Context: an optimization exercise on an open-source flow, tuned for small area, a short achievable clock period and few clock cycles. The choices shown serve that exercise and are no tape-out recipe.
At most, simulation tests tie the RTL to the original design; equivalence was not proved.
Only the layout flow was run in runs 4 and 5; the RTL was not checked for function there.
Power is estimated from default activity; no workload was simulated.

[design/flow/design.v]
package art_pkg;
  localparam int unsigned ENTRIES_DEF      = 64;
  localparam int unsigned MAX_SUBJECTS_DEF = 16;
  localparam int unsigned MAX_OBJECTS_DEF  = 16;
  localparam int unsigned CFG_W = 5;
  localparam int unsigned LIST_MAX = 16;
  localparam logic [2:0] MODE_ADD  = 3'd0;
  localparam logic [2:0] MODE_REM  = 3'd1;
  localparam logic [2:0] MODE_NEW  = 3'd2;
  localparam logic [2:0] MODE_DEL  = 3'd3;
  localparam logic [2:0] MODE_OCC  = 3'd4;
  localparam logic [2:0] MODE_LIST = 3'd5;
  localparam logic [1:0] ST_DONE = 2'd0;
  localparam logic [1:0] ST_NEW  = 2'd1;
  localparam logic [1:0] ST_NONE = 2'd2;
  localparam logic [1:0] ST_FULL = 2'd3;
  localparam logic CFG_INIT_SUBJ = 1'b0;
  localparam logic CFG_OBJ_CNT   = 1'b1;
  localparam logic [1:0] RIGHTS_RW = 2'b11;
  typedef struct packed {
    logic start;     
    logic scan;      
    logic append;    
    logic finish;    
    logic emit;      
  } art_cmd_t;
  typedef struct packed {
    logic scan_done;   
    logic list_left;   
  } art_sts_t;
endpackage
module access_rights_table_unit
#(
  parameter int unsigned ENTRIES      = art_pkg::ENTRIES_DEF,
  parameter int unsigned MAX_SUBJECTS = art_pkg::MAX_SUBJECTS_DEF,
  parameter int unsigned MAX_OBJECTS  = art_pkg::MAX_OBJECTS_DEF
) (
  input  logic             clk_i,
  input  logic             rst_ni,
  input  logic             cfg_we_i,
  input  logic             cfg_idx_i,
  input  logic [art_pkg::CFG_W-1:0] cfg_data_i,
  input  logic             s_axis_tvalid,
  output logic             s_axis_tready,
  input  logic [15:0]      s_axis_tdata,   
  output logic             m_axis_tvalid,
  input  logic             m_axis_tready,
  output logic [31:0]      m_axis_tdata,   
  output logic             m_axis_tlast
);
  localparam int N = 64;
  logic        hv_q, sv_q;           
  logic [12:0] hc_q, sc_q;           
  logic        push, pop;
  assign s_axis_tready = !sv_q;
  assign push = s_axis_tvalid && !sv_q;
  logic [2:0] mode;
  logic [3:0] cs, co;
  logic [1:0] cm;
  assign mode = hc_q[2:0];
  assign cs   = hc_q[6:3];
  assign co   = hc_q[10:7];
  assign cm   = hc_q[12:11];
  logic m_add, m_rem, m_new, m_del, m_occ, m_list;
  assign m_add  = (mode == art_pkg::MODE_ADD);
  assign m_rem  = (mode == art_pkg::MODE_REM);
  assign m_new  = (mode == art_pkg::MODE_NEW);
  assign m_del  = (mode == art_pkg::MODE_DEL);
  assign m_occ  = (mode == art_pkg::MODE_OCC);
  assign m_list = (mode == art_pkg::MODE_LIST);
  logic [3:0] subj_q [0:N-1];
  logic [3:0] obj_q  [0:N-1];
  logic [1:0] rts_q  [0:N-1];
  logic [6:0] count_q;
  logic [3:0] hi_q;                  
  logic [15:0] gone_q;
  logic [4:0] added_q, init_q, objs_q;
  logic       first_q;               
  logic       dany_q;                
  logic [N-1:0] lmask_q;             
  logic        ov_q, ol_q;
  logic [31:0] od_q;
  logic step;
  assign step = hv_q && (!ov_q || m_axis_tready);
  logic       use_s, use_o;
  logic [3:0] key_s;
  assign use_s = !m_list;
  assign use_o = m_add || m_rem || m_list;
  assign key_s = m_occ ? hi_q : cs;
  logic [N-1:0] valid, mt, p;
  always_comb begin
    for (int i = 0; i < N; i++) begin
      valid[i] = (rts_q[i] != 2'b00);
      mt[i] = valid[i] && (!use_s || subj_q[i] == key_s) && (!use_o || obj_q[i] == co);
      p[i]  = mt[i] && (!m_list || first_q || lmask_q[i]);
    end
  end
  logic [N-1:0] sfx [0:6];
  always_comb begin
    sfx[0] = p;
    for (int l = 0; l < 6; l++)
      for (int i = 0; i < N; i++)
        sfx[l+1][i] = sfx[l][i] | ((i + (1 << l) < N) ? sfx[l][i + (1 << l)] : 1'b0);
  end
  logic [N-1:0] above, hsel;
  logic any_p, multi;
  always_comb begin
    for (int i = 0; i < N; i++) begin
      above[i] = (i + 1 < N) ? sfx[6][i+1] : 1'b0;
      hsel[i]  = p[i] && !above[i];
    end
    any_p = sfx[6][0];
    multi = |(p & above);
  end
  logic [N-1:0] pre [0:6];
  always_comb begin
    pre[0] = valid;
    for (int l = 0; l < 6; l++)
      for (int i = 0; i < N; i++)
        pre[l+1][i] = pre[l][i] & ((i >= (1 << l)) ? pre[l][i - (1 << l)] : 1'b1);
  end
  logic [3:0] hsubj;
  logic       remz;
  always_comb begin
    hsubj = '0;
    remz = 1'b0;
    for (int i = 0; i < N; i++) begin
      hsubj = hsubj | (hsel[i] ? subj_q[i] : 4'b0);
      remz = remz | (p[i] && ((rts_q[i] & ~cm) == 2'b00));
    end
  end
  logic [5:0] tot_raw;
  logic       tfull;
  logic [4:0] total;
  assign tot_raw = {1'b0, init_q} + {1'b0, added_q};
  assign tfull = (tot_raw >= 6'd16);
  assign total = tfull ? 5'd16 : tot_raw[4:0];
  logic sub_ok, tfull_tab, ins;
  assign sub_ok = ({1'b0, cs} < total) && !gone_q[cs];
  assign tfull_tab = count_q[6];
  assign ins = step && m_add && !any_p && sub_ok && (cm != 2'b00) && !tfull_tab;
  logic occ_done, emit, done, last;
  assign occ_done = any_p || (count_q == 7'd0);
  always_comb begin
    emit = 1'b1; done = 1'b1; last = 1'b1;
    if (m_del && multi) begin emit = 1'b0; done = 1'b0; end
    if (m_occ && !occ_done) begin emit = 1'b0; done = 1'b0; end
    if (m_list && multi) begin done = 1'b0; last = 1'b0; end
  end
  assign pop = step && done;
  logic [4:0] rows;
  logic [8:0] cells;
  logic [4:0] objc;
  assign objc = (objs_q > 5'd16) ? 5'd16 : objs_q;
  assign rows = (count_q == 7'd0) ? 5'd0 : {1'b0, hi_q} + 5'd1;
  assign cells = 9'(rows * objc);
  logic [1:0] st;
  logic [4:0] so;
  always_comb begin
    st = art_pkg::ST_NONE;
    so = '0;
    unique case (mode)
      art_pkg::MODE_ADD:
        if (any_p) st = art_pkg::ST_DONE;
        else if (sub_ok) begin
          if (cm == 2'b00) st = art_pkg::ST_DONE;
          else if (tfull_tab) st = art_pkg::ST_FULL;
          else st = art_pkg::ST_NEW;
        end
      art_pkg::MODE_REM: if (any_p) st = art_pkg::ST_DONE;
      art_pkg::MODE_NEW:
        if (tfull) begin st = art_pkg::ST_FULL; so = 5'd16; end
        else begin st = art_pkg::ST_DONE; so = total + 5'd1; end
      art_pkg::MODE_DEL: if (any_p || dany_q) st = art_pkg::ST_DONE;
      art_pkg::MODE_OCC: st = art_pkg::ST_DONE;
      art_pkg::MODE_LIST: if (any_p) begin st = art_pkg::ST_DONE; so = {1'b0, hsubj}; end
      default: ;
    endcase
  end
  logic [1:0] rorm, randm;
  assign rorm  = m_add ? cm : 2'b00;
  assign randm = m_rem ? ~cm : (m_add ? 2'b11 : 2'b00);
  always_ff @(posedge clk_i) begin
    for (int i = 0; i < N; i++) begin
      if (ins && (i == 0 || pre[6][(i == 0) ? 0 : i-1])) begin
        subj_q[i] <= (i == 0) ? cs : subj_q[(i == 0) ? 0 : i-1];
        obj_q[i]  <= (i == 0) ? co : obj_q[(i == 0) ? 0 : i-1];
      end
    end
  end
  always_ff @(posedge clk_i or negedge rst_ni) begin
    if (!rst_ni) begin
      for (int i = 0; i < N; i++) rts_q[i] <= 2'b00;
    end else begin
      for (int i = 0; i < N; i++) begin
        if (ins && (i == 0 || pre[6][(i == 0) ? 0 : i-1]))
          rts_q[i] <= (i == 0) ? cm : rts_q[(i == 0) ? 0 : i-1];
        else if (step && (((m_add || m_rem) && p[i]) || (m_del && hsel[i])))
          rts_q[i] <= (rts_q[i] | rorm) & randm;
      end
    end
  end
  always_ff @(posedge clk_i) begin
    if (step) lmask_q <= above;
  end
  always_ff @(posedge clk_i or negedge rst_ni) begin
    if (!rst_ni) begin
      hv_q <= 1'b0; sv_q <= 1'b0; hc_q <= '0; sc_q <= '0;
      count_q <= '0; hi_q <= '0; gone_q <= '0; added_q <= '0;
      init_q <= 5'd2; objs_q <= 5'd2;
      first_q <= 1'b1; dany_q <= 1'b0;
      ov_q <= 1'b0; ol_q <= 1'b0; od_q <= '0;
    end else begin
      if (cfg_we_i) begin
        if (cfg_idx_i == art_pkg::CFG_INIT_SUBJ) init_q <= cfg_data_i;
        else objs_q <= cfg_data_i;
      end
      if (pop) begin
        if (sv_q) begin
          hc_q <= sc_q;
          if (push) sc_q <= s_axis_tdata[12:0];
          else sv_q <= 1'b0;
        end else begin
          hv_q <= push;
          if (push) hc_q <= s_axis_tdata[12:0];
        end
      end else if (push) begin
        if (!hv_q) begin hv_q <= 1'b1; hc_q <= s_axis_tdata[12:0]; end
        else begin sv_q <= 1'b1; sc_q <= s_axis_tdata[12:0]; end
      end
      if (step) begin
        first_q <= done;
        dany_q <= done ? 1'b0 : (dany_q || (m_del && any_p));
      end
      if (ins) count_q <= count_q + 7'd1;
      else if (step && ((m_rem && any_p && remz) || (m_del && any_p)))
        count_q <= count_q - 7'd1;
      if (ins && cs > hi_q) hi_q <= cs;
      else if (step && m_occ && !occ_done) hi_q <= hi_q - 4'd1;
      if (step && m_new && !tfull) added_q <= added_q + 5'd1;
      if (step && m_del && !multi && (any_p || dany_q)) gone_q[cs] <= 1'b1;
      if (step && emit) begin
        ov_q <= 1'b1;
        ol_q <= last;
        od_q <= {4'b0,
                 m_occ ? count_q : 7'd0,
                 m_occ ? cells : 9'd0,
                 m_occ ? rows : 5'd0,
                 so, st};
      end else if (m_axis_tready) ov_q <= 1'b0;
    end
  end
  assign m_axis_tvalid = ov_q;
  assign m_axis_tdata  = od_q;
  assign m_axis_tlast  = ol_q;
endmodule
[design/flow/config.mk]
export PLATFORM = sky130hd
export DESIGN_NAME = access_rights_table_unit
export DESIGN_NICKNAME = access_rights_table_unit
export VERILOG_FILES = /design/flow/design.v
export SDC_FILE = /design/flow/constraint.sdc
export NUM_CORES = 4
export LEC_CHECK = 0
export CAP_MARGIN = 20
export CORE_MARGIN = 2
export CORE_UTILIZATION = 40
export PLACE_DENSITY = 0.6
export SETUP_SLACK_MARGIN = 4.0
export SLEW_MARGIN = 20
[design/flow/run.sh]
#!/bin/bash
# synth_recipe.tcl (not shown) runs the flow's synth.tcl, then flattens the netlist and writes it again
# the make line also repeats each setting of config.mk as NAME=value (left out here)
make -C /OpenROAD-flow-scripts/flow DESIGN_CONFIG=/design/flow/config.mk WORK_HOME=/design/flow/orfs CLKGATE_MAP_FILE= SYNTH_SCRIPT=/design/flow/synth_recipe.tcl finish
[design/flow/constraint.sdc]
create_clock -name core_clock -period 8.0 [get_ports {clk_i}]
set_input_delay 1.6000 -clock core_clock [delete_from_list [all_inputs] [get_ports {clk_i}]]
set_output_delay 1.6000 -clock core_clock [all_outputs]
set_load 0.01 [all_outputs]
==> results of run 1 <==
==> what timing repair did <==
action	4_1_cts	5_1_grt
pin swaps	111	109
resized for setup	458	251
setup buffers	241	94
setup endpoints to repair	780	758
gates cloned	26	4
==> registers in the layout (all words and copies together), names as in the netlist <==
register / cells
obj_q: 256
subj_q: 256
rts_q: 128
lmask_q: 63
od_q: 28
gone_q: 16
hc_q: 13
sc_q: 13
count_q: 7
added_q: 5
init_q: 5
objs_q: 5
hi_q: 4
dany_q: 1
first_q: 1
hv_q: 1
ol_q: 1
ov_q: 1
sv_q: 1
==> synth_stat cells, drive strengths merged (20+ instances only) <==
cell type / instances
o22ai: 68
ha: 42
clkbuf: 101
a22oi: 57
nor3: 129
a211oi: 63
nand4: 83
nand2b: 24
nand3: 104
o21bai: 20
nand2: 187
inv: 162
a31oi: 25
a21oi: 296
a221oi: 70
and3: 45
xnor2: 393
nor2: 258
o41ai: 33
dfrtp: 227
edfxtp: 575
mux2: 83
and4: 24
xor2: 240
buf: 112
mux2i: 34
o21ai: 146
a21o: 50
nor4: 71
a222oi: 32
==> final cells by class <==
class	count	area (µm²)	area share [%]
Sequential cell	805	23060	39.54
Multi-Input combinational cell	2872	22690	38.89
Timing Repair Buffer	609	6809	11.67
Clock buffer	116	2422	4.153
Tap cell	1488	1862	3.192
Inverter	164	817.0	1.401
Clock inverter	54	639.4	1.096
Timing Repair inverter	2	23.77	0.04076
Antenna cell	3	7.507	0.01287
==> routing by layer <==
| metal | share of wire (%) | vias to the layer above | routed length [µm] | GRT usage [%] |
|---|---|---|---|---|
| met1 | 38 | 19590 | 74720 | 43.06 |
| met3 | 13 | 833 | 25050 | 10.24 |
| met2 | 42 | 2973 | 82050 | 47.96 |
| met4 | 7.9 | 10 | 15690 | 20.09 |
| met5 | 0.035 | - | 69 | 0 |
| li1 | - | 16270 | - | - |
==> worst max-delay path by stage <==
stage | from | to | slack, ns | cells past startpoint
4_1_cts | hc_q[0] | od_q[12] | 2.36 | 20
2_1_floorplan | hc_q[0] | od_q[12] | 2.86 | 18
3_5_place_dp | hc_q[2] | hc_q[1] | 1.23 | 19
3_3_place_gp | hc_q[2] | hc_q[1] | 1.26 | 19
6_report | hc_q[0] | od_q[5] | 2.23 | 24
5_1_grt | hc_q[0] | od_q[7] | 2.21 | 22
==> worst register-to-register path: cells and delay by family (launching register included) <==
family,cells,cell delay [ns]
simple gates,7,1.92
buf+inv,10,1.70
compound gates,4,0.92
mux,2,0.60
flops,1,0.40
xor+xnor,1,0.12
==> kinds of logic after synthesis <==
group,after synthesis,share of synthesized area [%]
and+or+nand+nor,1038,12.10
AOI/OAI and AO/OA,1018,15.32
DFF,805,51.57
xor gates and xnor gates,633,12.43
buffers and inverters,377,3.783
muxes,122,3.144
adders and majority gates,53,1.648
other,1,0.008398
==> power by group through the flow <==
stage | sequential [mW] | combinational [mW] | clock (mW)
3_3_place_gp | 5.57 | 6.41 | 0
2_1_floorplan | 5.13 | 4.51 | 0
4_1_cts | 5.46 | 7.77 | 4.41
6_report | 5.41 | 8.64 | 4.38
3_5_place_dp | 5.57 | 6.44 | 0
5_1_grt | 5.44 | 8.97 | 4.58
==> flow_metrics.py, run 1 <==
metrics = {
    "timing": {
        "setup_violations": 0,
        "period_share_pct": 72.10,
        "max_freq_ghz": 0.1734,
        "drv_slew": 0,
        "rsz0062_at_grt": "yes",
        "worst_pin_slew_ns": 1.320,
        "hold_viol": 0,
        "slew_headroom_pct": 11.99,
        "hold-worst-slack_ns": 0.4663,
        "finClkSkew_ns": 0.04274,
        "worst_slack_ns": 2.232,
        "fin_crit_ns": 5.768,
        "setup_tns_ns": 0,
    },
    "routing": {
        "finalWirelength_um": 197600,
        "drt-vias-per-instance": 6.490,
        "route.detailed.drc": 0,
        "vias": 39670,
        "firstDrtPassIters": 9,
        "ant_nets": 0,
        "drt-initial-drc-count": 6195,
        "wl_per_cell_um": 32.32,
    },
    "power_and_ir_drop": {
        "p_int_mw": 10.74,
        "irDropWorstVdd_mv": 0.2831,
        "power_density_mw_per_mm2": 316.1,
        "pwr-share-clk_pct": 23.8,
        "p_sw_share_pct": 41.74,
        "sequentialPowerShare_pct": 29.4,
        "p_leak_nw": 21.93,
        "comb_power_share_pct": 46.9,
        "power.total_mw": 18.44,
        "power_switching_mw": 7.696,
    },
    "synth": {
        "synthTopCellsByArea": "edfxtp_1 (39%), dfrtp_1 (13%), xnor2_1 (7.7%)",
        "synth-seq-cells": 805,
        "synth_edf_count": 575,
        "yosys.area.top_type": "edfxtp_1",
        "async_flop_share_pct": 28.57,
        "ys_seq_area_share_pct": 51.57,
        "synth_cell_type_count": 100,
        "synth_area_mm2": 0.04465,
        "synth_top_area_share_pct": 38.67,
        "synth_warnings": 6,
        "syn_area_per_cell_um2": 11.03,
        "synth_flop_cell": "edfxtp_1",
        "synthCells": 4047,
    },
    "setup_path": {
        "crit_required_ns": 8.60,
        "crit_family": "simple AND/OR/NAND/NOR gates",
        "crit_fanout": 8,
        "crit_chain": "buf_12 -> or3b_4 -> mux2i_4 -> buf_6 -> buf_12 -> buf_16 -> buf_4 -> xnor2_1 -> o21ai_1 -> nand4_1 -> buf_4 -> nand4_1 -> buf_4 -> nor4_4 -> buf_4 -> buf_6 -> and4_1 -> a22o_1 -> a221oi_2 -> nand4_1 -> nor4_2 -> buf_4 -> a32oi_1 -> mux2_1",
        "max_stage_delay_ns": 0.47,
        "crit_slowest_cell": "nand4_1",
        "rr_worst_depth": 24,
        "path_class": "flop to flop",
        "r2r-start": "hc_q[0]",
        "endpoint_kind": "flop",
        "r2r_slack_ns": 2.23,
        "path_common_cell": "buf_4",
        "start_kind": "flop",
        "worstPathArrival_ns": 6.37,
        "critPathBufInv": 10,
        "r2r_end": "od_q[5]",
    },
    "cells_and_area": {
        "mostFrequentLayoutCells": "edfxtp_1 (575), xnor2_1 (382), buf_4 (309), a21oi_1 (277), xor2_1 (239)",
        "final_util_pct": 52.70,
        "syn2layout_area_growth_pct": 30.62,
        "fill_cells": 9517,
        "layout-drive-gt1-share_pct": 26.22,
        "fin_nets": 4624,
        "layout.cells.non_filler": 6113,
        "final_common_cell": "edfxtp_1",
        "fin_area_mm2": 0.05833,
    },
    "die": {
        "die_w_um": 338.1,
        "core-area_mm2": 0.1107,
        "initial_core_util_pct": 40.35,
        "fp.dieH_um": 338.1,
        "dieArea_mm2": 0.1143,
        "ios": 62,
        "rows": 122,
    },
    "job": {
        "maxCapViolCount": 0,
    },
    "placed_design": {
        "pre_cts_ws_ns": 1.232,
        "port_buffers": 54,
        "post-dp-hpwl_um": 132300,
        "placed_cells_incl_taps": 5574,
        "gp_congestion": 1.065,
        "place_area_mm2": 0.04840,
    },
    "clock_tree": {
        "clk_path_buf_depth": 3,
        "h-tree-depth": 3,
        "postCtsHoldBufs": 0,
        "clkSlewWorstSetupHoldPaths_ns": 0.06,
        "numCtsBuffers": 91,
        "cts.sinks": 805,
        "insertion_delay_ns": 0.74,
        "cts_tree": "yes",
        "cts-root-buf": "clkbuf_16",
    },
    "global_routing": {
        "grt_antenna_before_repair": 11,
        "track_usage_pct": 33.04,
        "grt_first_pass_wirelength_um": 276100,
        "overflow": 0,
        "grt_pass1_vias": 37830,
        "grt_max_degree": 133,
    },
    "min_path": {
        "worstHoldPathType": "flop to flop",
        "worstHoldEndpoint": "obj_q[22][1]",
        "hold-path-cell-count": 0,
        "hold_start": "obj_q[21][1]",
    },
    "status": {
        "status": "finished clean",
    },
}
Testbench counts, summed over its fixed seeds: cycles 7,894.
==> inputs of run 2 (changes only) <==
--- a/design/flow/config.mk
+++ b/design/flow/config.mk
@@ -9,5 +9,4 @@
 export CORE_MARGIN = 2
 export CORE_UTILIZATION = 40
 export PLACE_DENSITY = 0.6
-export SETUP_SLACK_MARGIN = 4.0
 export SLEW_MARGIN = 20
==> run 2 against run 1 <==
Setup slack worse by 1.5 ns. Final cell count is 5.8% lower. First-iteration DRC count is 9.7% lower. Synthesized cell count stayed put. Critical path depth is 8 lower. Clock-buffer cell count is 3 higher. Sequential power is 0.7% higher. Clock skew is 0.0092 ns lower. Die area stayed put. Non-clock buffer count is 342 lower. Design area is 12% lower. Maximum frequency is 20% lower. Largest cell class unchanged. Largest power group unchanged.
==> flow_metrics.py, run 2 <==
metrics = {
    "synth": {
        "synth_area_mm2": 0.04465,
        "synth_edf_count": 575,
        "synth_cell_type_count": 100,
        "synth_warnings": 6,
        "synth_top_area_share_pct": 38.67,
        "async_flop_share_pct": 28.57,
        "yosys.area.top_type": "edfxtp_1",
        "synth-seq-cells": 805,
        "synthTopCellsByArea": "edfxtp_1 (39%), dfrtp_1 (13%), xnor2_1 (7.7%)",
        "synth_flop_cell": "edfxtp_1",
        "synth_most_common_cell": "edfxtp_1",
        "syn_area_per_cell_um2": 11.03,
        "ys_seq_area_share_pct": 51.57,
        "synthTopCellsByCount": "edfxtp_1 (575), xnor2_1 (392), a21oi_1 (295), nor2_1 (256), xor2_1 (240)",
        "synthCells": 4047,
    },
    "placed_design": {
        "placed_cells_incl_taps": 5591,
        "post-dp-hpwl_um": 132200,
        "port_buffers": 54,
        "pre_cts_ws_ns": 1.001,
        "gp_congestion": 1.058,
    },
    "clock_tree": {
        "cts.sinks": 805,
        "cts_tree": "yes",
        "clk_path_buf_depth": 3,
        "h-tree-depth": 3,
        "postCtsHoldBufs": 0,
        "clkSlewWorstSetupHoldPaths_ns": 0.07,
        "numCtsBuffers": 88,
        "cts-root-buf": "clkbuf_16",
        "cts_setup_buffers": 0,
        "insertion_delay_ns": 0.70,
        "cts_resized": 0,
    },
    "routing": {
        "wl_per_cell_um": 31.47,
        "firstDrtPassIters": 9,
        "ant_nets": 0,
        "route.detailed.drc": 0,
        "finalWirelength_um": 181200,
        "vias": 37160,
        "drt-initial-drc-count": 5597,
        "drt-vias-per-instance": 6.453,
    },
    "timing": {
        "finClkSkew_ns": 0.03356,
        "setup_violations": 0,
        "hold_viol": 0,
        "hold-worst-slack_ns": 0.4585,
        "worst_slack_ns": 0.7560,
        "period_share_pct": 90.55,
        "worst_pin_slew_ns": 1.218,
        "drv_slew": 0,
        "fin_crit_ns": 7.244,
        "setup_tns_ns": 0,
        "max_freq_ghz": 0.1380,
        "slew_headroom_pct": 18.07,
        "rsz0062_at_grt": "no",
    },
    "cells_and_area": {
        "layout.cells.non_filler": 5758,
        "syn2layout_area_growth_pct": 14.41,
        "fill_cells": 10190,
        "layout-drive-gt1-share_pct": 12.28,
        "fin_nets": 4273,
        "mostFrequentLayoutCells": "edfxtp_1 (575), xnor2_1 (392), a21oi_1 (294), nor2_1 (251), xor2_1 (240)",
        "reg_top3": "obj_q: 256 flops, subj_q: 256 flops, rts_q: 128 flops",
        "final_common_cell": "edfxtp_1",
        "multi_input_area_mm2": 0.02010,
        "regArea_mm2": 0.02306,
        "final_util_pct": 46.16,
    },
    "die": {
        "core-area_mm2": 0.1107,
        "initial_core_util_pct": 40.35,
        "fp.dieH_um": 338.1,
        "ios": 62,
        "dieArea_mm2": 0.1143,
        "rows": 122,
        "die_w_um": 338.1,
    },
    "power_and_ir_drop": {
        "p_leak_nw": 18.68,
        "p_sw_share_pct": 40.75,
        "p_int_mw": 9.915,
        "power_switching_mw": 6.818,
        "power_density_mw_per_mm2": 327.5,
        "sequentialPowerShare_pct": 32.6,
        "comb_power_share_pct": 40.5,
        "pwr-share-clk_pct": 26.9,
        "irDropWorstVdd_mv": 0.2181,
    },
    "setup_path": {
        "crit_family": "simple AND/OR/NAND/NOR gates",
        "critPathBufInv": 2,
        "crit_required_ns": 8.56,
        "worstPathArrival_ns": 7.80,
        "r2r-start": "hc_q[2]",
        "path_class": "flop to flop",
        "r2r_slack_ns": 0.76,
        "crit_chain": "or3b_4 -> mux2i_4 -> buf_12 -> xnor2_1 -> o21ai_0 -> and4_1 -> or4_1 -> nor4_4 -> nand3_1 -> a221oi_1 -> o2111ai_1 -> or4b_4 -> nor3_4 -> o21a_2 -> buf_12 -> mux2_2",
        "rr_worst_depth": 16,
        "path_common_cell": "buf_12",
        "start_kind": "flop",
        "max_stage_delay_ns": 0.74,
        "endpoint_kind": "flop",
        "critical_path.startpoint": "hc_q[2]",
        "cp.depth": 16,
        "crit_slowest_cell": "dfrtp_1",
        "crit_fanout": 37,
    },
    "global_routing": {
        "grt_first_pass_wirelength_um": 258300,
        "grt_antenna_before_repair": 7,
        "grt_max_degree": 124,
        "track_usage_pct": 30.85,
        "grt_pass1_vias": 35340,
        "overflow": 0,
    },
    "min_path": {
        "worstHoldPathType": "flop to flop",
        "hold_start": "obj_q[36][0]",
        "hold-path-cell-count": 0,
    },
    "job": {
        "maxCapViolCount": 0,
    },
    "status": {
        "status": "finished clean",
    },
}
==> run 2: final cells by class <==
class | instances | share of cell area [%]
inverter | 164 | 1.210
tap | 1488 | 3.644
antenna | 2 | 0.009796
sequential | 805 | 45.13
clock inverter | 45 | 1.264
clock buffer | 119 | 4.945
multi-input combinational | 2868 | 39.35
timing repair buffer | 267 | 4.443
==> run 2: logic make-up after synthesis <==
| group | after synthesis | synth area share, % |
|---|---|---|
| compound gates | 1018 | 15.32 |
| xor+xnor | 633 | 12.43 |
| fa+ha+maj | 53 | 1.648 |
| buf+inv | 377 | 3.783 |
| flops | 805 | 51.57 |
| mux | 122 | 3.144 |
| other cells | 1 | 0.008398 |
| simple gates | 1038 | 12.10 |
==> run 2: power groups by stage <==
| stage | registers (mW) | clock network [mW] | logic [mW] |
|---|---|---|---|
| CTS | 5.45 | 4.56 | 6.59 |
| finish | 5.45 | 4.50 | 6.78 |
| global route | 5.49 | 4.71 | 7.11 |
| global placement | 5.53 | 0 | 6.50 |
| floorplan | 5.13 | 0 | 4.41 |
| detailed placement | 5.53 | 0 | 6.55 |
==> run 2: per-layer routing <==
| metal | global-route usage, % | vias up | wire length, µm |
|---|---|---|---|
| li1 | - | 15530 | - |
| met1 | 41.19 | 18560 | 71480 |
| met2 | 46.27 | 2454 | 78570 |
| met3 | 7.272 | 602 | 19760 |
| met4 | 16.82 | 6 | 11380 |
| met5 | 0 | - | 38 |
==> run 2: final timing paths <==
kind	to
setup / recovery	od_q[4]
min in group asynchronous	od_q[19]
max in group asynchronous	rts_q[36][1]
hold reg to reg	obj_q[37][0]
hold / removal	obj_q[37][0]
setup reg to reg	od_q[4]
==> run 2: stage by stage <==
stage               instance area, µm²  total power [mW]
floorplan                        44660             9.547
global placement                 47900             12.02
detailed placement               47900             12.08
CTS                              51070             16.60
global route                     51080             17.31
finish                           51090             16.73
==> inputs of run 3 (changes only) <==
--- a/design/flow/config.mk
+++ b/design/flow/config.mk
@@ -5,8 +5,10 @@
 export SDC_FILE = /design/flow/constraint.sdc
 export NUM_CORES = 4
 export LEC_CHECK = 0
+export ABC_CLOCK_PERIOD_IN_PS = 3000
 export CAP_MARGIN = 20
 export CORE_MARGIN = 2
-export CORE_UTILIZATION = 40
-export PLACE_DENSITY = 0.6
+export CORE_UTILIZATION = 50
+export PLACE_DENSITY = 0.65
+export SETUP_SLACK_MARGIN = 4.5
 export SLEW_MARGIN = 20
==> run 3 against run 2 <==
Sequential share of layout area shrank 6.0 points. Total power grew 15%. Worst hold slack gained 0.0030 ns. Synthesized cell count is the same. Register-to-register slack gained 1.5 ns. Setup slack gained 1.5 ns. Critical path depth grew 6. Wire length grew 10%. Maximum frequency grew 26%. Area after synthesis is the same.
==> flow_metrics.py, run 3 <==
metrics = {
    "placed_design": {
        "placed_cells_incl_taps": 5242,
        "post-dp-hpwl_um": 129300,
        "port_buffers": 54,
        "gp_congestion": 1.086,
    },
    "synth": {
        "synthTopCellsByArea": "edfxtp_1 (39%), dfrtp_1 (13%), xnor2_1 (7.7%)",
        "async_flop_share_pct": 28.57,
        "synthTopCellsByCount": "edfxtp_1 (575), xnor2_1 (392), a21oi_1 (295), nor2_1 (256), xor2_1 (240)",
        "synth_top_area_share_pct": 38.67,
        "synth_cell_type_count": 100,
        "yosys.area.top_type": "edfxtp_1",
        "synthCells": 4047,
        "synth_flop_cell": "edfxtp_1",
        "synth-seq-cells": 805,
        "synth_most_common_cell": "edfxtp_1",
        "synth_edf_count": 575,
        "syn_area_per_cell_um2": 11.03,
        "synth_warnings": 6,
        "ys_seq_area_share_pct": 51.57,
        "synth_area_mm2": 0.04465,
    },
    "status": {
        "status": "finished clean",
    },
    "timing": {
        "setup_tns_ns": 0,
        "worst_pin_slew_ns": 1.375,
        "drv_slew": 0,
        "hold_viol": 0,
        "period_share_pct": 72.00,
        "fin_crit_ns": 5.760,
        "setup_violations": 0,
        "finClkSkew_ns": 0.04136,
        "slew_headroom_pct": 7.514,
        "max_freq_ghz": 0.1736,
        "hold-worst-slack_ns": 0.4615,
        "rsz0062_at_grt": "yes",
    },
    "power_and_ir_drop": {
        "power_density_mw_per_mm2": 326.6,
        "p_leak_nw": 22.44,
        "sequentialPowerShare_pct": 27.8,
        "p_int_mw": 11.23,
        "comb_power_share_pct": 49.9,
        "power.total_mw": 19.25,
        "power_switching_mw": 8.018,
        "p_sw_share_pct": 41.65,
        "irDropWorstVdd_mv": 0.2913,
        "pwr-share-clk_pct": 22.4,
    },
    "setup_path": {
        "crit_required_ns": 8.57,
        "worstPathArrival_ns": 6.33,
        "endpoint_kind": "flop",
        "path_class": "flop to flop",
        "crit_fanout": 7,
        "start_kind": "flop",
    },
    "die": {
        "core-area_mm2": 0.08851,
        "initial_core_util_pct": 50.45,
        "fp.dieH_um": 302.8,
        "die_w_um": 302.8,
        "ios": 62,
        "dieArea_mm2": 0.09171,
        "rows": 109,
    },
    "cells_and_area": {
        "fin_nets": 4667,
        "layout-drive-gt1-share_pct": 28.02,
        "mostFrequentLayoutCells": "edfxtp_1 (575), xnor2_1 (374), buf_4 (280), a21oi_1 (268), xor2_1 (238)",
        "final_common_cell": "edfxtp_1",
        "layout.cells.non_filler": 5833,
        "syn2layout_area_growth_pct": 31.97,
        "reg_top3": "obj_q: 256 flops, subj_q: 256 flops, rts_q: 128 flops",
    },
    "global_routing": {
        "grt_max_degree": 118,
        "overflow": 0,
        "grt_antenna_before_repair": 8,
        "track_usage_pct": 42.42,
        "grt_first_pass_wirelength_um": 278300,
        "grt_pass1_vias": 38250,
    },
    "routing": {
        "drt-initial-drc-count": 6392,
        "vias": 40690,
        "wl_per_cell_um": 34.23,
        "drt-vias-per-instance": 6.975,
        "ant_nets": 0,
        "route.detailed.drc": 0,
        "firstDrtPassIters": 20,
        "finalWirelength_um": 199600,
    },
    "clock_tree": {
        "postCtsHoldBufs": 0,
        "clk_path_buf_depth": 3,
        "numCtsBuffers": 90,
        "cts-root-buf": "clkbuf_16",
        "cts.sinks": 805,
        "insertion_delay_ns": 0.72,
        "clkSlewWorstSetupHoldPaths_ns": 0.06,
        "h-tree-depth": 3,
        "cts_tree": "yes",
    },
    "min_path": {
        "worstHoldPathType": "flop to flop",
    },
    "job": {
        "maxCapViolCount": 0,
    },
}
run 3: final cells by class:
cell class	instances	area [µm²]
repair inverters	3	32.53
diodes	4	10.01
repair buffers	651	7388
well taps	1165	1458
multi-input cells	2873	23120
flip-flops and latches	805	23060
fillers	6615	29580
clock inverters	50	574.3
inverters	164	847.1
clock buffers	118	2437
run 3: power by group through the flow:
stage	Clock, mW	Sequential (mW)	Combinational (mW)
after floorplan	0	5.13	4.53
after global placement	0	5.57	6.44
after detailed placement	0	5.57	6.52
after CTS	4.31	5.34	8.61
after global routing	4.47	5.37	9.84
final	4.31	5.34	9.60
run 3: stage by stage:
stage	util (%)	setup WS [ns]	instance area, µm²
after floorplan	-	2.860	45440
after global placement	54.20	0.8298	47970
after detailed placement	54.23	0.8645	48000
after CTS	63.69	2.428	56370
after global routing	66.57	2.178	58920
final	66.58	2.240	58930
run 3: logic make-up after synthesis:
| kind of cell | count (synthesis) | synth area share (%) |
|---|---|---|
| flip-flops | 805 | 51.57 |
| XOR/XNOR | 633 | 12.43 |
| multiplexers | 122 | 3.144 |
| adder cells (fa/ha/maj) | 53 | 1.648 |
| AND/OR/NAND/NOR | 1038 | 12.10 |
| buffers and inverters | 377 | 3.783 |
| other | 1 | 0.008398 |
| AO/OA/AOI/OAI | 1018 | 15.32 |
run 3: metal layers:
metal	part of all wire (%)	GRT usage (%)	wire length, µm
met4	8.9	28.78	17840
met2	42	61.72	83010
met3	14	12.55	27010
met1	36	54.72	71720
met5	0.024	0	48
run 3: worst paths after layout:
path | from | cells past startpoint | slack, ns | end
worst max-delay path | hc_q[1] | 22 | 2.24 | od_q[2]
worst min-delay path | obj_q[20][2] | 0 | 0.46 | obj_q[21][2]
worst max register to register | hc_q[1] | 22 | 2.24 | od_q[2]
worst min register to register | obj_q[20][2] | 0 | 0.46 | obj_q[21][2]
max in group asynchronous | rst_ni | 2 | 5.33 | hi_q[1]
min in group asynchronous | rst_ni | 1 | 1.02 | od_q[14]
run 3: timing repair:
item                                    4_1_cts  5_1_grt
pin swaps                                   131      129
cloned                                       24       10
buffers inserted                            282      102
resized for setup                           558      310
endpoints found under the setup margin      784      799
run 3: critical path: stages, from the launching register on:
cell and delay [ns]:
dfrtp_1 0.39, buf_12 0.13, or3b_4 0.44, mux2i_4 0.22
buf_6 0.17, buf_12 0.15, buf_12 0.15, buf_16 0.15
xnor2_1 0.17, o21ai_0 0.18, nand3_1 0.19, buf_4 0.20
nand4_1 0.12, or2_2 0.38, a22o_1 0.29, a2111oi_2 0.25
nand4_1 0.34, or4b_4 0.69, nor3_4 0.20, o21a_4 0.23
buf_12 0.13, buf_12 0.13, mux2_4 0.30
==> inputs of run 4 (changes only) <==
--- a/design/flow/design.v
+++ b/design/flow/design.v
@@ -62,12 +62,14 @@
   assign co   = hc_q[10:7];
   assign cm   = hc_q[12:11];
   logic m_add, m_rem, m_new, m_del, m_occ, m_list;
-  assign m_add  = (mode == art_pkg::MODE_ADD);
-  assign m_rem  = (mode == art_pkg::MODE_REM);
-  assign m_new  = (mode == art_pkg::MODE_NEW);
-  assign m_del  = (mode == art_pkg::MODE_DEL);
-  assign m_occ  = (mode == art_pkg::MODE_OCC);
-  assign m_list = (mode == art_pkg::MODE_LIST);
+  logic [12:0] nh;
+  logic [3:0]  hi_d;
+  logic        load;
+  always_comb begin
+    nh = sv_q ? sc_q : s_axis_tdata[12:0];
+    if (nh[2:0] == art_pkg::MODE_OCC) nh[6:3] = hi_d;
+  end
+  assign load = pop || (push && !hv_q);
   logic [3:0] subj_q [0:N-1];
   logic [3:0] obj_q  [0:N-1];
   logic [1:0] rts_q  [0:N-1];
@@ -78,15 +80,15 @@
   logic       first_q;               
   logic       dany_q;                
   logic [N-1:0] lmask_q;             
-  logic        ov_q, ol_q;
-  logic [31:0] od_q;
+  logic        o0v_q, o0l_q, o1v_q, o1l_q;
+  logic [27:0] o0d_q, o1d_q;
   logic step;
-  assign step = hv_q && (!ov_q || m_axis_tready);
+  assign step = hv_q && !o1v_q;
   logic       use_s, use_o;
   logic [3:0] key_s;
   assign use_s = !m_list;
   assign use_o = m_add || m_rem || m_list;
-  assign key_s = m_occ ? hi_q : cs;
+  assign key_s = cs;
   logic [N-1:0] valid, mt, p;
   always_comb begin
     for (int i = 0; i < N; i++) begin
@@ -119,15 +121,31 @@
       for (int i = 0; i < N; i++)
         pre[l+1][i] = pre[l][i] & ((i >= (1 << l)) ? pre[l][i - (1 << l)] : 1'b1);
   end
+  logic [3:0] tsub [0:6][0:N-1];
+  logic       tany [0:6][0:N-1];
+  always_comb begin
+    for (int i = 0; i < N; i++) begin
+      tsub[0][i] = subj_q[i];
+      tany[0][i] = p[i];
+    end
+    for (int l = 0; l < 6; l++)
+      for (int i = 0; i < (N >> (l + 1)); i++) begin
+        tany[l+1][i] = tany[l][2*i] | tany[l][2*i+1];
+        tsub[l+1][i] = tany[l][2*i+1] ? tsub[l][2*i+1] : tsub[l][2*i];
+      end
+    for (int l = 1; l < 7; l++)
+      for (int i = (N >> l); i < N; i++) begin
+        tany[l][i] = 1'b0;
+        tsub[l][i] = '0;
+      end
+  end
   logic [3:0] hsubj;
-  logic       remz;
-  always_comb begin
-    hsubj = '0;
+  assign hsubj = tsub[6][0];
+  logic remz;
+  always_comb begin
     remz = 1'b0;
-    for (int i = 0; i < N; i++) begin
-      hsubj = hsubj | (hsel[i] ? subj_q[i] : 4'b0);
+    for (int i = 0; i < N; i++)
       remz = remz | (p[i] && ((rts_q[i] & ~cm) == 2'b00));
-    end
   end
   logic [5:0] tot_raw;
   logic       tfull;
@@ -152,7 +170,9 @@
   logic [8:0] cells;
   logic [4:0] objc;
   assign objc = (objs_q > 5'd16) ? 5'd16 : objs_q;
-  assign rows = (count_q == 7'd0) ? 5'd0 : {1'b0, hi_q} + 5'd1;
+  assign rows = (count_q == 7'd0) ? 5'd0 : {1'b0, cs} + 5'd1;
+  assign hi_d = (ins && cs > hi_q) ? cs :
+                (step && m_occ && !occ_done) ? cs - 4'd1 : hi_q;
   assign cells = 9'(rows * objc);
   logic [1:0] st;
   logic [4:0] so;
@@ -177,6 +197,11 @@
       default: ;
     endcase
   end
+  logic [27:0] res;
+  assign res = {m_occ ? count_q : 7'd0,
+                m_occ ? cells : 9'd0,
+                m_occ ? rows : 5'd0,
+                so, st};
   logic [1:0] rorm, randm;
   assign rorm  = m_add ? cm : 2'b00;
   assign randm = m_rem ? ~cm : (m_add ? 2'b11 : 2'b00);
@@ -203,29 +228,47 @@
   always_ff @(posedge clk_i) begin
     if (step) lmask_q <= above;
   end
+  always_ff @(posedge clk_i) begin
+    if (!o0v_q || m_axis_tready) begin
+      o0d_q <= o1v_q ? o1d_q : res;
+      o0l_q <= o1v_q ? o1l_q : last;
+    end
+    if (!o1v_q) begin
+      o1d_q <= res;
+      o1l_q <= last;
+    end
+  end
   always_ff @(posedge clk_i or negedge rst_ni) begin
     if (!rst_ni) begin
       hv_q <= 1'b0; sv_q <= 1'b0; hc_q <= '0; sc_q <= '0;
+      m_add <= 1'b0; m_rem <= 1'b0; m_new <= 1'b0; m_del <= 1'b0; m_occ <= 1'b0; m_list <= 1'b0;
       count_q <= '0; hi_q <= '0; gone_q <= '0; added_q <= '0;
       init_q <= 5'd2; objs_q <= 5'd2;
       first_q <= 1'b1; dany_q <= 1'b0;
-      ov_q <= 1'b0; ol_q <= 1'b0; od_q <= '0;
+      o0v_q <= 1'b0; o1v_q <= 1'b0;
     end else begin
       if (cfg_we_i) begin
         if (cfg_idx_i == art_pkg::CFG_INIT_SUBJ) init_q <= cfg_data_i;
         else objs_q <= cfg_data_i;
       end
+      if (load) begin
+        hc_q <= nh;
+        m_add  <= (nh[2:0] == art_pkg::MODE_ADD);
+        m_rem  <= (nh[2:0] == art_pkg::MODE_REM);
+        m_new  <= (nh[2:0] == art_pkg::MODE_NEW);
+        m_del  <= (nh[2:0] == art_pkg::MODE_DEL);
+        m_occ  <= (nh[2:0] == art_pkg::MODE_OCC);
+        m_list <= (nh[2:0] == art_pkg::MODE_LIST);
+      end else if (step && m_occ && !occ_done) begin
+        hc_q[6:3] <= hc_q[6:3] - 4'd1;
+      end
       if (pop) begin
         if (sv_q) begin
-          hc_q <= sc_q;
           if (push) sc_q <= s_axis_tdata[12:0];
           else sv_q <= 1'b0;
-        end else begin
-          hv_q <= push;
-          if (push) hc_q <= s_axis_tdata[12:0];
-        end
+        end else hv_q <= push;
       end else if (push) begin
-        if (!hv_q) begin hv_q <= 1'b1; hc_q <= s_axis_tdata[12:0]; end
+        if (!hv_q) hv_q <= 1'b1;
         else begin sv_q <= 1'b1; sc_q <= s_axis_tdata[12:0]; end
       end
       if (step) begin
@@ -235,22 +278,16 @@
       if (ins) count_q <= count_q + 7'd1;
       else if (step && ((m_rem && any_p && remz) || (m_del && any_p)))
         count_q <= count_q - 7'd1;
-      if (ins && cs > hi_q) hi_q <= cs;
-      else if (step && m_occ && !occ_done) hi_q <= hi_q - 4'd1;
+      hi_q <= hi_d;
       if (step && m_new && !tfull) added_q <= added_q + 5'd1;
       if (step && m_del && !multi && (any_p || dany_q)) gone_q[cs] <= 1'b1;
-      if (step && emit) begin
-        ov_q <= 1'b1;
-        ol_q <= last;
-        od_q <= {4'b0,
-                 m_occ ? count_q : 7'd0,
-                 m_occ ? cells : 9'd0,
-                 m_occ ? rows : 5'd0,
-                 so, st};
-      end else if (m_axis_tready) ov_q <= 1'b0;
-    end
-  end
-  assign m_axis_tvalid = ov_q;
-  assign m_axis_tdata  = od_q;
-  assign m_axis_tlast  = ol_q;
+      if (!o0v_q || m_axis_tready) begin
+        o0v_q <= o1v_q || (step && emit);
+        o1v_q <= 1'b0;
+      end else if (step && emit) o1v_q <= 1'b1;
+    end
+  end
+  assign m_axis_tvalid = o0v_q;
+  assign m_axis_tdata  = {4'b0, o0d_q};
+  assign m_axis_tlast  = o0l_q;
 endmodule
==> design/flow/config.mk (replaced) <==
export PLATFORM = sky130hd
export DESIGN_NAME = access_rights_table_unit
export DESIGN_NICKNAME = access_rights_table_unit
export VERILOG_FILES = /design/flow/design.v
export SDC_FILE = /design/flow/constraint.sdc
export NUM_CORES = 4
export LEC_CHECK = 0
export CAP_MARGIN = 20
export CORE_MARGIN = 2
export CORE_UTILIZATION = 40
export PLACE_DENSITY = 0.6
export SETUP_SLACK_MARGIN = 4.0
export SLEW_MARGIN = 20
==> run 4 against run 3 <==
Via count shrank 16%. Critical path depth shrank 3. Worst hold slack lost 0.013 ns. Still clean on timing, DRC and antenna. Core utilization shrank 15 points. Maximum frequency grew 17%. Sequential power grew 1%. Register-to-register slack gained 0.82 ns.
==> flow_metrics.py, run 4 <==
metrics = {
    "clock_tree": {
        "cts-root-buf": "clkbuf_16",
        "postCtsHoldBufs": 0,
        "clk_path_buf_depth": 3,
        "cts_tree": "yes",
        "insertion_delay_ns": 0.71,
        "h-tree-depth": 3,
        "numCtsBuffers": 95,
        "cts.sinks": 841,
        "clkSlewWorstSetupHoldPaths_ns": 0.06,
    },
    "global_routing": {
        "grt_max_degree": 149,
        "grt_pass1_vias": 33140,
        "grt_antenna_before_repair": 1,
        "track_usage_pct": 24.93,
        "overflow": 0,
        "grt_first_pass_wirelength_um": 214000,
    },
    "routing": {
        "drt-initial-drc-count": 4000,
        "wl_per_cell_um": 25.58,
        "ant_nets": 0,
        "vias": 34230,
        "route.detailed.drc": 0,
        "firstDrtPassIters": 6,
        "drt-vias-per-instance": 5.991,
        "finalWirelength_um": 146100,
    },
    "setup_path": {
        "r2r_end": "sc_q[0]",
        "endpoint_kind": "flop",
        "rr_worst_depth": 19,
        "start_kind": "flop",
        "r2r-start": "hc_q[9]",
        "path_class": "flop to flop",
        "max_stage_delay_ns": 0.52,
        "r2r_slack_ns": 3.06,
        "crit_family": "simple AND/OR/NAND/NOR gates",
        "crit_chain": "buf_12 -> xnor2_2 -> a41oi_2 -> nor3_2 -> buf_4 -> buf_4 -> nor3_1 -> nand3_2 -> nor4_4 -> nand3_2 -> a2111oi_4 -> o2111ai_2 -> nor4_4 -> buf_6 -> a21oi_4 -> o21ai_4 -> buf_6 -> buf_16 -> mux2_2",
        "crit_fanout": 38,
        "critPathBufInv": 6,
        "crit_slowest_cell": "dfrtp_4",
        "crit_required_ns": 8.58,
        "worstPathArrival_ns": 5.51,
    },
    "timing": {
        "fin_crit_ns": 4.936,
        "setup_tns_ns": 0,
        "max_freq_ghz": 0.2026,
        "rsz0062_at_grt": "yes",
        "hold-worst-slack_ns": 0.4486,
        "worst_pin_slew_ns": 1.263,
        "setup_violations": 0,
        "period_share_pct": 61.70,
        "hold_viol": 0,
        "drv_slew": 0,
        "finClkSkew_ns": 0.03984,
        "slew_headroom_pct": 15.77,
    },
    "status": {
        "status": "finished clean",
    },
    "placed_design": {
        "placed_cells_incl_taps": 5190,
        "place_area_mm2": 0.04713,
        "gp_congestion": 0.9635,
        "post-dp-hpwl_um": 92760,
        "port_buffers": 54,
    },
    "die": {
        "die_w_um": 336.0,
        "ios": 62,
        "rows": 121,
        "dieArea_mm2": 0.1129,
        "core-area_mm2": 0.1092,
        "initial_core_util_pct": 40.39,
        "fp.dieH_um": 336.0,
    },
    "synth": {
        "synth_flop_cell": "edfxtp_1",
        "synth_edf_count": 604,
        "synthTopCellsByCount": "edfxtp_1 (604), xnor2_1 (528), a21oi_1 (285), nand2_1 (251), nor2_1 (248)",
        "synth_area_mm2": 0.04409,
        "synth_top_area_share_pct": 41.14,
        "yosys.area.top_type": "edfxtp_1",
        "synth_cell_type_count": 94,
        "async_flop_share_pct": 24.73,
        "syn_area_per_cell_um2": 11.78,
        "synthCells": 3743,
        "synth_most_common_cell": "edfxtp_1",
        "ys_seq_area_share_pct": 54.27,
        "synthTopCellsByArea": "edfxtp_1 (41%), dfrtp_1 (12%), xnor2_1 (10%)",
        "synth_warnings": 8,
        "synth-seq-cells": 841,
    },
    "job": {
        "maxCapViolCount": 0,
    },
    "power_and_ir_drop": {
        "power_density_mw_per_mm2": 291.4,
        "irDropWorstVdd_mv": 0.2825,
        "p_leak_nw": 20.24,
    },
    "min_path": {
        "hold-path-cell-count": 2,
        "hold_start": "o1d_q[18]",
        "worstHoldEndpoint": "o1d_q[18]",
        "worstHoldPathType": "flop to flop",
    },
    "cells_and_area": {
        "regArea_mm2": 0.02397,
        "reg_top3": "obj_q: 256 flops, subj_q: 256 flops, rts_q: 128 flops",
        "fin_nets": 4238,
        "fill_cells": 9288,
        "multi_input_area_mm2": 0.02165,
        "layout-drive-gt1-share_pct": 27.31,
        "mostFrequentLayoutCells": "edfxtp_1 (604), xnor2_1 (522), a21oi_1 (260), nand2_1 (223), buf_4 (220)",
        "antenna_cells": 0,
        "final_common_cell": "edfxtp_1",
        "fin_area_mm2": 0.05651,
        "layout.cells.non_filler": 5713,
        "syn2layout_area_growth_pct": 28.17,
    },
}
run 4: cell count changes after synthesis, moves of 68 or more:
cell | before | now
a221oi_1 | 70 | 2
a41oi_1 | 14 | 124
inv_1 | 155 | 79
xnor2_1 | 392 | 528
xor2_1 | 240 | 13
run 4: what timing repair did:
action | in CTS | in global routing
endpoints found under the setup margin | 754 | 718
gates cloned | 14 | 5
pin swaps | 93 | 129
gates resized for setup | 298 | 350
buffers inserted | 207 | 123
run 4: area by class of cell:
class                   instances  share of cell area [%]
inverters                      83                  0.7196
well taps                    1476                   3.268
clock buffers                 123                   4.519
multi-input cells            2637                   38.31
flip-flops and latches        841                   42.41
repair buffers                497                   9.802
repair inverters                5                 0.06643
clock inverters                51                  0.9012
run 4: power breakdown:
part | internal, mW | switching, mW | total, mW
Combinational | 2.72 | 3.96 | 6.68
Clock | 2.51 | 1.87 | 4.39
Sequential | 5.11 | 0.295 | 5.40
Total | 10.3 | 6.12 | 16.5
run 4: per-stage QoR:
step	setup slack, ns	utilization, %	power (mW)
after floorplan	3.288	-	9.228
after global placement	1.594	43.17	10.46
after detailed placement	1.526	43.17	10.51
after CTS	3.088	49.31	15.88
after global routing	2.945	51.77	17.09
final	3.064	51.77	16.47
run 4: how the worst max path moves through the flow:
| stage | from | end | slack (ns) | cells after the start |
|---|---|---|---|---|
| floorplan | hc_q[5] | o0d_q[20] | 3.29 | 23 |
| global placement | m_list | sc_q[12] | 1.59 | 17 |
| detailed placement | m_list | sc_q[4] | 1.53 | 16 |
| CTS | hc_q[8] | rts_q[62][1] | 3.09 | 20 |
| global route | hc_q[7] | sc_q[3] | 2.95 | 23 |
| finish | hc_q[9] | sc_q[0] | 3.06 | 19 |
run 4: cell families (layout without fill, tap and decap cells):
family,after synthesis,count (layout),synth area share [%]
AOI/OAI and AO/OA,984,985,15.25
and+or+nand+nor,861,863,9.904
DFF,841,841,54.27
xor gates and xnor gates,541,541,10.75
buffers and inverters,271,759,3.437
muxes,193,193,4.768
adders and majority gates,51,51,1.618
other,1,4,0.008506
run 4: per-layer routing:
| metal | wire length, µm | GRT usage [%] | share of wire (%) | vias to the layer above |
|---|---|---|---|---|
| met5 | 0 | 0 | 0 | - |
| li1 | - | - | - | 14940 |
| met1 | 60070 | 34.32 | 41 | 17110 |
| met4 | 6058 | 10.04 | 4.1 | 0 |
| met3 | 13780 | 4.833 | 9.4 | 365 |
| met2 | 66210 | 38.69 | 45 | 1805 |
run 4: worst min-delay path, cell delays in order, from the launching register on:
cell and delay (ns):
dfxtp_1 0.30, nand2_1 0.06, o21ai_2 0.06
==> inputs of run 5 (changes only) <==
--- a/design/flow/config.mk
+++ b/design/flow/config.mk
@@ -9,5 +9,5 @@
 export CORE_MARGIN = 2
 export CORE_UTILIZATION = 40
 export PLACE_DENSITY = 0.6
-export SETUP_SLACK_MARGIN = 4.0
+export SETUP_SLACK_MARGIN = 5.0
 export SLEW_MARGIN = 20
==> run 5 against run 4 <==
Still clean on timing, DRC and antenna. Critical path depth is 2 higher. Combinational power is 5.8% higher. Global-route usage is 0.92 points higher. Maximum frequency is 1.7% lower. Final cell count is 0.93% higher. Die area stayed put. Sequential share of layout area is 0.95 points lower. Setup slack worse by 0.084 ns. Clock power hardly changed. Flip-flop and latch count stayed put. Critical path type unchanged. Critical endpoint is now hc_q[10]. Largest cell class unchanged. Largest power group unchanged.
==> flow_metrics.py, run 5 <==
metrics = {
    "status": {
        "status": "finished clean",
    },
    "setup_path": {
        "rr_worst_depth": 21,
        "worstPathArrival_ns": 5.61,
        "crit_fanout": 6,
        "crit_required_ns": 8.59,
        "path_class": "flop to flop",
        "endpoint_kind": "flop",
        "start_kind": "flop",
    },
    "clock_tree": {
        "h-tree-depth": 3,
        "clk_path_buf_depth": 3,
        "postCtsHoldBufs": 0,
        "insertion_delay_ns": 0.71,
        "clkSlewWorstSetupHoldPaths_ns": 0.06,
        "cts_tree": "yes",
        "cts.sinks": 841,
        "cts-root-buf": "clkbuf_16",
        "numCtsBuffers": 96,
    },
    "cells_and_area": {
        "layout-drive-gt1-share_pct": 29.00,
        "syn2layout_area_growth_pct": 31.10,
        "fin_area_mm2": 0.05780,
        "final_util_pct": 52.95,
        "reg_top3": "obj_q: 256 flops, subj_q: 256 flops, rts_q: 128 flops",
        "antenna_cells": 0,
        "fin_nets": 4285,
        "final_common_cell": "edfxtp_1",
        "fill_cells": 9066,
        "mostFrequentLayoutCells": "edfxtp_1 (604), xnor2_1 (493), buf_4 (263), a21oi_1 (259), nand2_1 (211)",
    },
    "global_routing": {
        "grt_antenna_before_repair": 6,
        "met2_usage_pct": 40.76,
        "grt_first_pass_wirelength_um": 220400,
        "grtUsageMet3_pct": 5.127,
        "grt.busiest_layer": "met2",
        "grt_use_met1_pct": 34.79,
        "overflow": 0,
        "grt_pass1_vias": 34140,
        "grt_max_degree": 155,
        "track_usage_pct": 25.86,
    },
    "timing": {
        "fin_crit_ns": 5.020,
        "worst_pin_slew_ns": 1.352,
        "hold_viol": 0,
        "rsz0062_at_grt": "yes",
        "max_freq_ghz": 0.1992,
        "finClkSkew_ns": 0.05006,
        "slew_headroom_pct": 9.897,
        "setup_violations": 0,
        "setup_tns_ns": 0,
        "drv_slew": 0,
        "period_share_pct": 62.75,
    },
    "synth": {
        "synth_area_mm2": 0.04409,
        "synth_most_common_cell": "edfxtp_1",
        "synth-seq-cells": 841,
        "synthCells": 3743,
        "synth_warnings": 8,
        "synth_top_area_share_pct": 41.14,
        "synth_flop_cell": "edfxtp_1",
        "synthTopCellsByCount": "edfxtp_1 (604), xnor2_1 (528), a21oi_1 (285), nand2_1 (251), nor2_1 (248)",
        "async_flop_share_pct": 24.73,
        "ys_seq_area_share_pct": 54.27,
        "synth_cell_type_count": 94,
        "syn_area_per_cell_um2": 11.78,
        "synthTopCellsByArea": "edfxtp_1 (41%), dfrtp_1 (12%), xnor2_1 (10%)",
        "synth_edf_count": 604,
        "yosys.area.top_type": "edfxtp_1",
    },
    "die": {
        "initial_core_util_pct": 40.39,
        "core-area_mm2": 0.1092,
        "die_w_um": 336.0,
        "fp.dieH_um": 336.0,
        "rows": 121,
        "dieArea_mm2": 0.1129,
        "ios": 62,
    },
    "placed_design": {
        "gp_congestion": 0.9692,
        "port_buffers": 54,
        "place_area_mm2": 0.04736,
        "post-dp-hpwl_um": 92310,
    },
    "routing": {
        "ant_nets": 0,
        "firstDrtPassIters": 6,
        "drt-vias-per-instance": 5.996,
        "wl_per_cell_um": 25.81,
        "finalWirelength_um": 148800,
        "route.detailed.drc": 0,
        "vias": 34580,
        "drt-initial-drc-count": 4418,
    },
    "min_path": {
        "worstHoldPathType": "flop to flop",
        "hold-path-cell-count": 0,
    },
    "power_and_ir_drop": {
        "irDropWorstVdd_mv": 0.2305,
        "power_density_mw_per_mm2": 292.2,
        "p_leak_nw": 20.94,
        "power.total_mw": 16.89,
    },
    "job": {
        "maxCapViolCount": 0,
    },
}
## run 5: changes by cell type in the layout (fill, tap and decap cells not counted), moves of 16 or more
cell             change
clkdlybuf4s15_1     +19
xnor2_2             +17
buf_4               +43
buf_6               -16
a211oi_2            -22
clkdlybuf4s50_1     -31
a211oi_1            +23
buf_12              +16
xnor2_1             -29
## run 5: metal layers
metal  wire length (µm)  up-vias
met5                 55        -
met4               6435        8
met3              13400      417
met2              68180     1865
met1              60780    17210
li1                   -    15080
## run 5: cells by family after synthesis
group,count (synthesis),share of synthesized area (%)
other,1,0.008506
flip-flops,841,54.27
buffers and inverters,271,3.437
AND/OR/NAND/NOR,861,9.904
XOR/XNOR,541,10.75
multiplexers,193,4.768
adder cells (fa/ha/maj),51,1.618
AO/OA/AOI/OAI,984,15.25
## run 5: timing repair
item                       in CTS  in global routing
pin swaps                     147                 77
hold endpoints to repair        0                  0
cloned                         22                  1
setup endpoints to repair     821                780
resized for setup             597                134
setup buffers                 317                 64
## run 5: power by group
| group | switching [mW] | leakage, nW | total [mW] | internal, mW |
|---|---|---|---|---|
| clock network | 1.89 | 1.51 | 4.41 | 2.53 |
| logic | 4.09 | 11.3 | 7.07 | 2.98 |
| registers | 0.304 | 8.15 | 5.41 | 5.11 |
| total | 6.28 | 20.9 | 16.9 | 10.6 |
## run 5: worst max-delay path: stages, from the launching register on
cell	delay, ns
dfrtp_4	0.52
buf_12	0.17
buf_8	0.14
buf_4	0.13
xnor2_1	0.12
a41oi_2	0.24
nor3_4	0.08
nor4b_4	0.38
nand4b_4	0.25
buf_6	0.19
nor3_4	0.27
buf_6	0.17
buf_12	0.12
nand2_8	0.06
a221o_1	0.45
a221o_1	0.34
a221oi_4	0.25
buf_12	0.16
a21oi_4	0.08
o21ai_4	0.29
buf_6	0.18
mux2_4	0.30
## run 5: area by class of cell
cell class	instances	area (µm²)	share of cell area [%]
timing repair buffer	545	6251	10.81
clock buffer	132	2619	4.531
inverter	83	449.2	0.7771
tap	1476	1847	3.195
timing repair inverter	5	38.79	0.06711
sequential	841	23960	41.46
multi-input combinational	2635	22130	38.28
clock inverter	49	508.0	0.8789
## run 5: final timing paths
| check | slack [ns] | to | startpoint |
|---|---|---|---|
| setup / recovery | 2.98 | hc_q[10] | hc_q[8] |
| hold / removal | 0.44 | obj_q[36][3] | obj_q[35][3] |
| setup reg to reg | 2.98 | hc_q[10] | hc_q[8] |
| hold reg to reg | 0.44 | obj_q[36][3] | obj_q[35][3] |
| max in group asynchronous | 5.68 | hc_q[10] | rst_ni |
| min in group asynchronous | 0.82 | rts_q[17][0] | rst_ni |
## run 5: per-stage QoR
stage,cells,hold WS [ns],worst slack (ns)
2_1_floorplan,3746,0.4146,3.288
5_1_grt,5766,0.4641,2.899
6_report,5766,0.4445,2.980
3_3_place_gp,5181,0.4386,1.625
3_5_place_dp,5181,0.4441,1.554
4_1_cts,5701,0.4465,3.175

## re-timing with driven ports
Ports are ideal in the flow. The routed layouts listed here were re-timed in OpenROAD. Step 1: set_driving_cell puts a clkbuf_16 on clk_i and a buf_2 on each other input, an assumption about the parent block. Step 2 times the ports against the registers' clock, not the clock port: input delays grow and output delays shrink by t, the midpoint of the rising clock arrivals with the driver on. Three values: ideal ports, drivers, drivers and shift; two values: the first two.
| run | t (ns) | slack for setup (ns) | hold WS [ns] | worst setup path at the end | worst slew at a driven data input, ns |
|---|---|---|---|---|---|
| run 1 | 0.805 | 2.232 / 2.232 / 2.232 | 0.466 / 0.466 / 0.466 | register to register | 0.05 |
| run 2 | 0.760 | 0.756 / 0.756 / 0.756 | 0.458 / 0.458 / 0.458 | register to register | 0.05 |
| run 3 | 0.770 | 2.240 / 2.240 / 2.240 | 0.462 / 0.462 / 0.462 | register to register | 0.05 |
| run 4 | 0.758 | 3.064 / 3.064 / 3.064 | 0.449 / 0.449 / 0.449 | register to register | 0.06 |
| run 5 | 0.759 | 2.980 / 2.980 / 2.980 | 0.444 / 0.444 / 0.444 | register to register | 0.07 |
After both steps every run listed still meets setup and hold.
